What follows belongs to an exercise in optimizing a design on an open flow for small area and a short achievable clock period; a production flow would make more cautious choices. Where RTL was checked, it was by simulation tests only, not by an equivalence proof against the original. Power is estimated from default activity; no workload was simulated.

Design foosball_top, start of the top module:
module foosball_top (
   input  logic                     clk,
   input  logic                     reset,
   input  logic                     stop_ball,
   input  game_types_pkg::rod_btn_t left_btn,
   input  game_types_pkg::rod_btn_t right_btn,
   input  game_types_pkg::pixel_t   pix,
   output game_types_pkg::rgb_t     rgb,
   output logic                     score1,
   output logic                     score2
);
clock: 13.0 ns
lec_check: 0
cap_margin: 20
core_margin: 2
core_utilization: 40
slew_margin: 20
standard.sh (not shown) runs the stock make flow with config.mk's settings and CLKGATE_MAP_FILE= SYNTH_SCRIPT=/design/flow/synth_recipe.tcl, a recipe that flattens the netlist after the stock synthesis.
==> flow/flow/run.sh <==
#!/bin/bash
# Own layout flow: the standard synthesis, then the combinational logic between the
# registers is mapped again by ABC (registers, their names and cell types are kept as
# the standard synthesis made them): the logic in front of the rgb registers for delay,
# the rest for area. Then the standard layout steps from floorplan to finish.
set -euo pipefail
WORK=$(pwd)
HERE=$(cd "$(dirname "$0")" && pwd)
R=$WORK/orfs/results/$FLOW_PLATFORM/foosball_top/base
LIB=$FLOW_HOME/platforms/$FLOW_PLATFORM/lib/sky130_fd_sc_hd__tt_025C_1v80.lib
YOSYS=$FLOW_HOME/../tools/install/yosys/bin/yosys
[ -x "$YOSYS" ] || YOSYS=$(command -v yosys)

CRIT_SCRIPT=${CRIT_SCRIPT:-abc_speed.script}
REST_SCRIPT=${REST_SCRIPT:-abc_area.script}
LAYOUT_ARGS=()
[ -f "$HERE/flow.env" ] && source "$HERE/flow.env"

# 1. standard synthesis
bash standard.sh synth > "$WORK/log_1_synth.log" 2>&1
cp "$R/1_2_yosys.v" "$WORK/std_1_2_yosys.v"

# 2. remap the combinational logic
python3 "$HERE/genmodels.py" "$LIB" > "$WORK/comb_models.v"
DU=""
for c in $(sed -n '/DONT_USE_CELLS += /,/^$/p' "$FLOW_HOME/platforms/$FLOW_PLATFORM/config.mk" | grep -o 'sky130_fd_sc_hd__[a-z0-9_]*'); do
   DU="$DU -dont_use $c"
done
printf 'set_driving_cell sky130_fd_sc_hd__buf_1\nset_load 5\n' > "$WORK/abc.constr"
cat > "$WORK/remap.ys" <<EOY
read_liberty -lib $LIB
read_verilog $WORK/std_1_2_yosys.v
hierarchy -top $FLOW_TOP
techmap -map $WORK/comb_models.v
techmap
opt -purge
select -set dw c:u_render.* %ci1:+sky130_fd_sc_hd__dfrtp_1[D] w:* %i
select -set crit @dw %ci*:-sky130_fd_sc_hd__dfrtp_1,sky130_fd_sc_hd__dfstp_2
select -set critg @crit t:\$_* %i
abc -liberty $LIB $DU -constr $WORK/abc.constr -script $HERE/$CRIT_SCRIPT @critg
abc -liberty $LIB $DU -constr $WORK/abc.constr -script $HERE/$REST_SCRIPT t:\$_*
opt_clean -purge
chtype -map sky130_fd_sc_hd__clkinv_1 sky130_fd_sc_hd__inv_1
opt_merge -share_all t:sky130_fd_sc_hd__df* %n
opt_clean -purge
hilomap -singleton -hicell sky130_fd_sc_hd__conb_1 HI -locell sky130_fd_sc_hd__conb_1 LO
insbuf -buf sky130_fd_sc_hd__buf_4 A X
splitnets
opt_clean -purge
tee -o $WORK/remap_stat.txt stat -liberty $LIB
check -assert -mapped
write_verilog -noattr -noexpr -nohex -nodec $WORK/remap_1_2_yosys.v
EOY
"$YOSYS" -s "$WORK/remap.ys" > "$WORK/log_2_remap.log" 2>&1
python3 "$HERE/netfix.py" "$WORK/remap_1_2_yosys.v" "$WORK/netfix_1_2_yosys.v" > "$WORK/log_2_netfix.log" 2>&1
cp "$WORK/netfix_1_2_yosys.v" "$R/1_2_yosys.v"
rm -f "$R/1_synth.odb" "$R/1_synth.sdc"

# 3. the standard layout from the remapped netlist
bash standard.sh "${LAYOUT_ARGS[@]}" finish > "$WORK/log_3_layout.log" 2>&1
==> flow/flow/flow.env <==
REST_SCRIPT=abc_rest.script
LAYOUT_ARGS=("BUFFER_PORTS_ARGS=-buffer_cell sky130_fd_sc_hd__buf_2" "SETUP_SLACK_MARGIN=8.9")
Other scripts of this flow, unchanged in this note and not shown: flow/flow/abc_area.script, flow/flow/abc_rest.script, flow/flow/abc_speed.script, flow/flow/genmodels.py, flow/flow/netfix.py
Rerun with:
==> flow/flow/flow.env (replaced) <==
LAYOUT_ARGS=("BUFFER_PORTS_ARGS=-buffer_cell sky130_fd_sc_hd__buf_2" "SETUP_SLACK_MARGIN=8.9")
Result: The new run passed the timing, DRC and antenna checks. Hold slack hardly moves. Routed wire length went down by 4.6%. Synthesized area decreases by 2.0%. Non-clock buffer count rises by 2.
Rerun with:
==> flow/flow/flow.env (replaced) <==
LAYOUT_ARGS=("BUFFER_PORTS_ARGS=-buffer_cell sky130_fd_sc_hd__buf_2" "SETUP_SLACK_MARGIN=9.2")
Result: Maximum frequency rises by 1.9%; total power rises by 5.0%; cell count rises by 2.2%; core utilization rises by 3.4 points; worst hold slack stays flat; setup slack gets better by 73 ps; die area is unchanged; global-route usage rises by 1.6 points; non-clock buffer count rises by 21.
No functional check of the RTL was part of any run of this note.


== tundra ==
Another version of the RTL of foosball_top (not shown whole).
Size in the first run: about 720 cells after synthesis, roughly 32 I/O pins, roughly 0.0049 sq mm of cells after synthesis.
clock: 13.0 ns
lec_check: 0
cap_margin: 20
core_margin: 2
core_utilization: 40
slew_margin: 20
==> flow/flow/flow.env <==
LAYOUT_ARGS=("BUFFER_PORTS_ARGS=-buffer_cell sky130_fd_sc_hd__buf_1" "SETUP_SLACK_MARGIN=8.9" "TNS_END_PERCENT=30" "CTS_ARGS=-sink_clustering_enable -repair_clock_nets -dont_use_dummy_load -buf_list sky130_fd_sc_hd__clkbuf_8")
==> flow/flow/netfix.py <==
#!/usr/bin/env python3
"""Peephole clean-up of a mapped netlist written by yosys write_verilog:
an inverter fed by another inverter is removed and its loads are moved to the
first inverter's input; inverters left without loads are removed too."""
import re, sys

src = open(sys.argv[1]).read()
cell_re = re.compile(r'^  (sky130_fd_sc_hd__\w+)\s+(\S+)\s*\((.*?)\);\n', re.S | re.M)
pin_re = re.compile(r'\.(\w+)\(([^()]*)\)')
OUTS = ('X', 'Y', 'Q', 'Q_N', 'SUM', 'COUT', 'HI', 'LO')

cells = []
for m in cell_re.finditer(src):
    pins = [(p, n.strip()) for p, n in pin_re.findall(m.group(3))]
    cells.append({'type': m.group(1), 'name': m.group(2), 'pins': pins, 'span': m.span(), 'dead': False})

keep = set()
for m in re.finditer(r'^\s*(?:input|output|inout)\s+(?:\[[^\]]*\]\s*)?([^;]+);', src, re.M):
    for n in m.group(1).split(','):
        keep.add(n.strip())
for m in re.finditer(r'^\s*assign\s+(.*?)\s*=\s*(.*?);', src, re.M):
    keep.add(m.group(1).strip())
    keep.add(m.group(2).strip())
def is_kept(net):
    return net in keep or net.split('[')[0].strip() in keep

def is_inv(c):
    return re.match(r'sky130_fd_sc_hd__(clk)?inv_\d+$', c['type']) is not None

drv = {}
loads = {}
def index():
    drv.clear(); loads.clear()
    for i, c in enumerate(cells):
        if c['dead']:
            continue
        for p, n in c['pins']:
            if p in OUTS:
                drv[n] = i
            else:
                loads.setdefault(n, []).append(i)
index()

changed = True
removed = 0
while changed:
    changed = False
    for b in cells:
        if b['dead'] or not is_inv(b):
            continue
        pa = dict(b['pins'])
        ai = drv.get(pa['A'])
        if ai is None:
            continue
        a = cells[ai]
        if not is_inv(a):
            continue
        x = dict(a['pins'])['A']
        y = pa['Y']
        if is_kept(y):
            continue
        for li in loads.get(y, []):
            c = cells[li]
            c['pins'] = [(p, x if (n == y and p not in OUTS) else n) for p, n in c['pins']]
        b['dead'] = True
        removed += 1
        index()
        ay = dict(a['pins'])['Y']
        if not loads.get(ay) and not is_kept(ay):
            a['dead'] = True
            removed += 1
            index()
        changed = True

# a gate whose only load is an inverter becomes the gate of the other polarity
MERGE = {'nor2_1': 'or2_1', 'nand2_1': 'and2_1', 'nor3_1': 'or3_1', 'nand3_1': 'and3_1',
         'nor4_1': 'or4_1', 'nand4_1': 'and4_1', 'a21oi_1': 'a21o_1', 'o21ai_0': 'o21a_1',
         'o21ai_1': 'o21a_1', 'a22oi_1': 'a22o_1', 'o22ai_1': 'o22a_1', 'a211oi_1': 'a211o_1',
         'o211ai_1': 'o211a_1', 'a31oi_1': 'a31o_1', 'o31ai_1': 'o31a_1', 'xnor2_1': 'xor2_1',
         'xor2_1': 'xnor2_1', 'nor2b_1': 'or2b_1', 'nand2b_1': 'and2b_1', 'a21boi_0': 'a21bo_1',
         'o21bai_1': 'o21ba_1', 'nor3b_1': 'or3b_1', 'nand3b_1': 'and3b_1',
         'a2bb2oi_1': 'a2bb2o_1', 'o2bb2ai_1': 'o2bb2a_1', 'mux2i_1': 'mux2_1'}
merged = 0
for b in cells:
    if b['dead'] or not is_inv(b):
        continue
    pa = dict(b['pins'])
    gi = drv.get(pa['A'])
    if gi is None:
        continue
    g = cells[gi]
    short = g['type'].replace('sky130_fd_sc_hd__', '')
    if short not in MERGE:
        continue
    n = pa['A']
    if is_kept(n) or len(loads.get(n, [])) != 1:
        continue
    g['type'] = 'sky130_fd_sc_hd__' + MERGE[short]
    g['pins'] = [(('X' if p in ('Y', 'X') else p), (pa['Y'] if p in ('Y', 'X') else x)) for p, x in g['pins']]
    b['dead'] = True
    merged += 1
    index()
print(f'netfix: merged {merged} gate and inverter pairs', file=sys.stderr)

out = []
pos = 0
for c in cells:
    s, e = c['span']
    out.append(src[pos:s])
    if not c['dead']:
        body = ',\n'.join(f'    .{p}({n}{" " if n.startswith(chr(92)) else ""})' for p, n in c['pins'])
        out.append(f"  {c['type']} {c['name']} (\n{body}\n  );\n")
    pos = e
out.append(src[pos:])
open(sys.argv[2], 'w').write(''.join(out))
print(f'netfix: removed {removed} inverters', file=sys.stderr)
Scripts as last shown in full above: flow/flow/run.sh
Other scripts of this flow, unchanged in this note and not shown: flow/flow/abc_area.script, flow/flow/abc_speed.script, flow/flow/genmodels.py
The flow did not stop early for tundra: all stages ran, and the layout cleared the timing, DRC and antenna checks.
[inputs] indigo vs tundra
==> flow/flow/abc_rest.script (new file) <==
strash
dc2
balance; rewrite; refactor; balance; rewrite; rewrite -z; balance; refactor -z; rewrite -z; balance
balance; resub -K 6; rewrite; resub -K 6 -N 2; refactor; resub -K 8; balance; resub -K 8 -N 2; rewrite; resub -K 10; rewrite -z; resub -K 10 -N 2; balance; resub -K 12; refactor -z; resub -K 12 -N 2; rewrite -z; balance
dch -f
map -D 2500
topo
==> flow/flow/flow.env <==
CRIT_SCRIPT=abc_area.script
LAYOUT_ARGS=("BUFFER_PORTS_ARGS=-buffer_cell sky130_fd_sc_hd__buf_2" "SETUP_SLACK_MARGIN=8.9" "CTS_ARGS=-sink_clustering_enable -repair_clock_nets -dont_use_dummy_load -buf_list sky130_fd_sc_hd__clkbuf_8")
### Flow results
indigo ended with every stage complete and zero timing, DRC or antenna violations. Sort indigo and tundra by power density normalized to cell area, ascending, and tundra comes first. indigo: all-layer global routing usage 1.7 points above tundra. indigo vs tundra — maximum cell stage delay along the critical path dropped 40 ps. Compared with tundra, indigo shows post-synth design cell area that has gone down by a few percent. Relative to tundra, indigo degrades reported clock group power.
Changes in delta relative to indigo:
==> flow/flow/flow.env <==
LAYOUT_ARGS=("BUFFER_PORTS_ARGS=-buffer_cell sky130_fd_sc_hd__buf_2" "SETUP_SLACK_MARGIN=8.9" "CTS_ARGS=-sink_clustering_enable -repair_clock_nets -dont_use_dummy_load")
diff --git a/flow/flow/netfix.py b/flow/flow/netfix.py
--- a/flow/flow/netfix.py
+++ b/flow/flow/netfix.py
@@ -74,32 +74,2 @@
 
-# a gate whose only load is an inverter becomes the gate of the other polarity
-MERGE = {'nor2_1': 'or2_1', 'nand2_1': 'and2_1', 'nor3_1': 'or3_1', 'nand3_1': 'and3_1',
-         'nor4_1': 'or4_1', 'nand4_1': 'and4_1', 'a21oi_1': 'a21o_1', 'o21ai_0': 'o21a_1',
-         'o21ai_1': 'o21a_1', 'a22oi_1': 'a22o_1', 'o22ai_1': 'o22a_1', 'a211oi_1': 'a211o_1',
-         'o211ai_1': 'o211a_1', 'a31oi_1': 'a31o_1', 'o31ai_1': 'o31a_1', 'xnor2_1': 'xor2_1',
-         'xor2_1': 'xnor2_1', 'nor2b_1': 'or2b_1', 'nand2b_1': 'and2b_1', 'a21boi_0': 'a21bo_1',
-         'o21bai_1': 'o21ba_1', 'nor3b_1': 'or3b_1', 'nand3b_1': 'and3b_1',
-         'a2bb2oi_1': 'a2bb2o_1', 'o2bb2ai_1': 'o2bb2a_1', 'mux2i_1': 'mux2_1'}
-merged = 0
-for b in cells:
-    if b['dead'] or not is_inv(b):
-        continue
-    pa = dict(b['pins'])
-    gi = drv.get(pa['A'])
-    if gi is None:
-        continue
-    g = cells[gi]
-    short = g['type'].replace('sky130_fd_sc_hd__', '')
-    if short not in MERGE:
-        continue
-    n = pa['A']
-    if is_kept(n) or len(loads.get(n, [])) != 1:
-        continue
-    g['type'] = 'sky130_fd_sc_hd__' + MERGE[short]
-    g['pins'] = [(('X' if p in ('Y', 'X') else p), (pa['Y'] if p in ('Y', 'X') else x)) for p, x in g['pins']]
-    b['dead'] = True
-    merged += 1
-    index()
-print(f'netfix: merged {merged} gate and inverter pairs', file=sys.stderr)
-
 out = []
### Flow results
delta ran to completion and came out clean on the timing, DRC and antenna checks.
The static leakage in delta sits 7.5% above the value recorded for indigo.
Diff indigo -> delta: worst setup slack climbed 310 ps; global-route wire length before repair went down by about 3.5%.
Re area after synthesis: delta and indigo aren't equal, and the lower value belongs to indigo.
delta ends up with lower global-route usage than indigo does.
> inputs changed (delta -> amber)
==> flow/flow/flow.env <==
LAYOUT_ARGS=("BUFFER_PORTS_ARGS=-buffer_cell sky130_fd_sc_hd__buf_2" "SETUP_SLACK_MARGIN=8.9" "CTS_ARGS=-sink_clustering_enable -repair_clock_nets -dont_use_dummy_load -buf_list sky130_fd_sc_hd__clkbuf_8")
diff --git a/flow/flow/netfix.py b/flow/flow/netfix.py
--- a/flow/flow/netfix.py
+++ b/flow/flow/netfix.py
@@ -74,2 +74,32 @@
 
+# a gate whose only load is an inverter becomes the gate of the other polarity
+MERGE = {'nor2_1': 'or2_1', 'nand2_1': 'and2_1', 'nor3_1': 'or3_1', 'nand3_1': 'and3_1',
+         'nor4_1': 'or4_1', 'nand4_1': 'and4_1', 'a21oi_1': 'a21o_1', 'o21ai_0': 'o21a_1',
+         'o21ai_1': 'o21a_1', 'a22oi_1': 'a22o_1', 'o22ai_1': 'o22a_1', 'a211oi_1': 'a211o_1',
+         'o211ai_1': 'o211a_1', 'a31oi_1': 'a31o_1', 'o31ai_1': 'o31a_1', 'xnor2_1': 'xor2_1',
+         'xor2_1': 'xnor2_1', 'nor2b_1': 'or2b_1', 'nand2b_1': 'and2b_1', 'a21boi_0': 'a21bo_1',
+         'o21bai_1': 'o21ba_1', 'nor3b_1': 'or3b_1', 'nand3b_1': 'and3b_1',
+         'a2bb2oi_1': 'a2bb2o_1', 'o2bb2ai_1': 'o2bb2a_1', 'mux2i_1': 'mux2_1'}
+merged = 0
+for b in cells:
+    if b['dead'] or not is_inv(b):
+        continue
+    pa = dict(b['pins'])
+    gi = drv.get(pa['A'])
+    if gi is None:
+        continue
+    g = cells[gi]
+    short = g['type'].replace('sky130_fd_sc_hd__', '')
+    if short not in MERGE:
+        continue
+    n = pa['A']
+    if is_kept(n) or len(loads.get(n, [])) != 1:
+        continue
+    g['type'] = 'sky130_fd_sc_hd__' + MERGE[short]
+    g['pins'] = [(('X' if p in ('Y', 'X') else p), (pa['Y'] if p in ('Y', 'X') else x)) for p, x in g['pins']]
+    b['dead'] = True
+    merged += 1
+    index()
+print(f'netfix: merged {merged} gate and inverter pairs', file=sys.stderr)
+
 out = []
### Flow results
amber: flow completed, timing, DRC and antenna clean
delta: flow completed, timing, DRC and antenna clean
Diff amber..delta | critical path buffer and inverter count | unchanged
Power drawn by the combinational cells on amber is down relative to delta.
Minimum period implied by the final worst setup slack: amber better than delta
Compared amber vs delta, and achievable clock frequency is up in amber.
Detailed-routed wire length on met3 for amber: 8.4% up relative to delta
Number of cells in the design after placement: delta vs amber, no meaningful difference
[compare] base=delta new=amber: multi-input combinational cell area shows a reduction of 0.74%; utilization decreased by 1.1 points relative to the old numbers; cell area fell by 130 sq um.
amber and delta ended up with nearly the same total nets after synthesis.

-- separate check: timing with driven ports --
The flow's constraints put no driver on any port. The routed layouts listed below were extracted and timed again, unchanged, in two steps. Step 1, drivers: a clkbuf_16 drives clk and a buf_2 each remaining input, both assumed. Step 2, shift: input delay + t, output delay - t, t = (earliest + latest rising clock arrival at the registers) / 2. This alone moves slack from input paths to output paths. a / b / c = ideal / step 1 / step 2; a / b = the first two.
| run | shift t [ns] | setup slack, ns | hold slack, ns | worst setup path after step 2 | worst slew at a driven data input, ns |
|---|---|---|---|---|---|
| the first run of note 1 | 0.382 | 8.971 / 8.981 / 8.600 | 0.380 / 0.380 / 0.380 | input to register | 0.03 |
| the second run of note 1 | 0.378 | 9.000 / 9.011 / 8.634 | 0.381 / 0.381 / 0.381 | input to register | 0.07 |
| the third run of note 1 | 0.372 | 9.073 / 9.060 / 8.688 | 0.380 / 0.380 / 0.380 | input to register | 0.06 |
| tundra | 0.372 | 9.006 / 9.013 / 8.640 | 0.374 / 0.374 / 0.374 | input to register | 0.04 |
| indigo | 0.386 | 8.723 / 8.694 / 8.308 | 0.378 / 0.378 / 0.378 | input to register | 0.07 |
| delta | 0.363 | 9.031 / 9.035 / 8.672 | 0.373 / 0.373 / 0.373 | input to register | 0.04 |
| amber | 0.393 | 9.054 / 9.017 / 8.662 | 0.386 / 0.386 / 0.386 | input to register | 0.05 |
After both steps setup and hold are still met in every run listed. The setup slack of indigo, which loses most, moves by -0.029 ns with the drivers and by -0.415 ns with both steps.
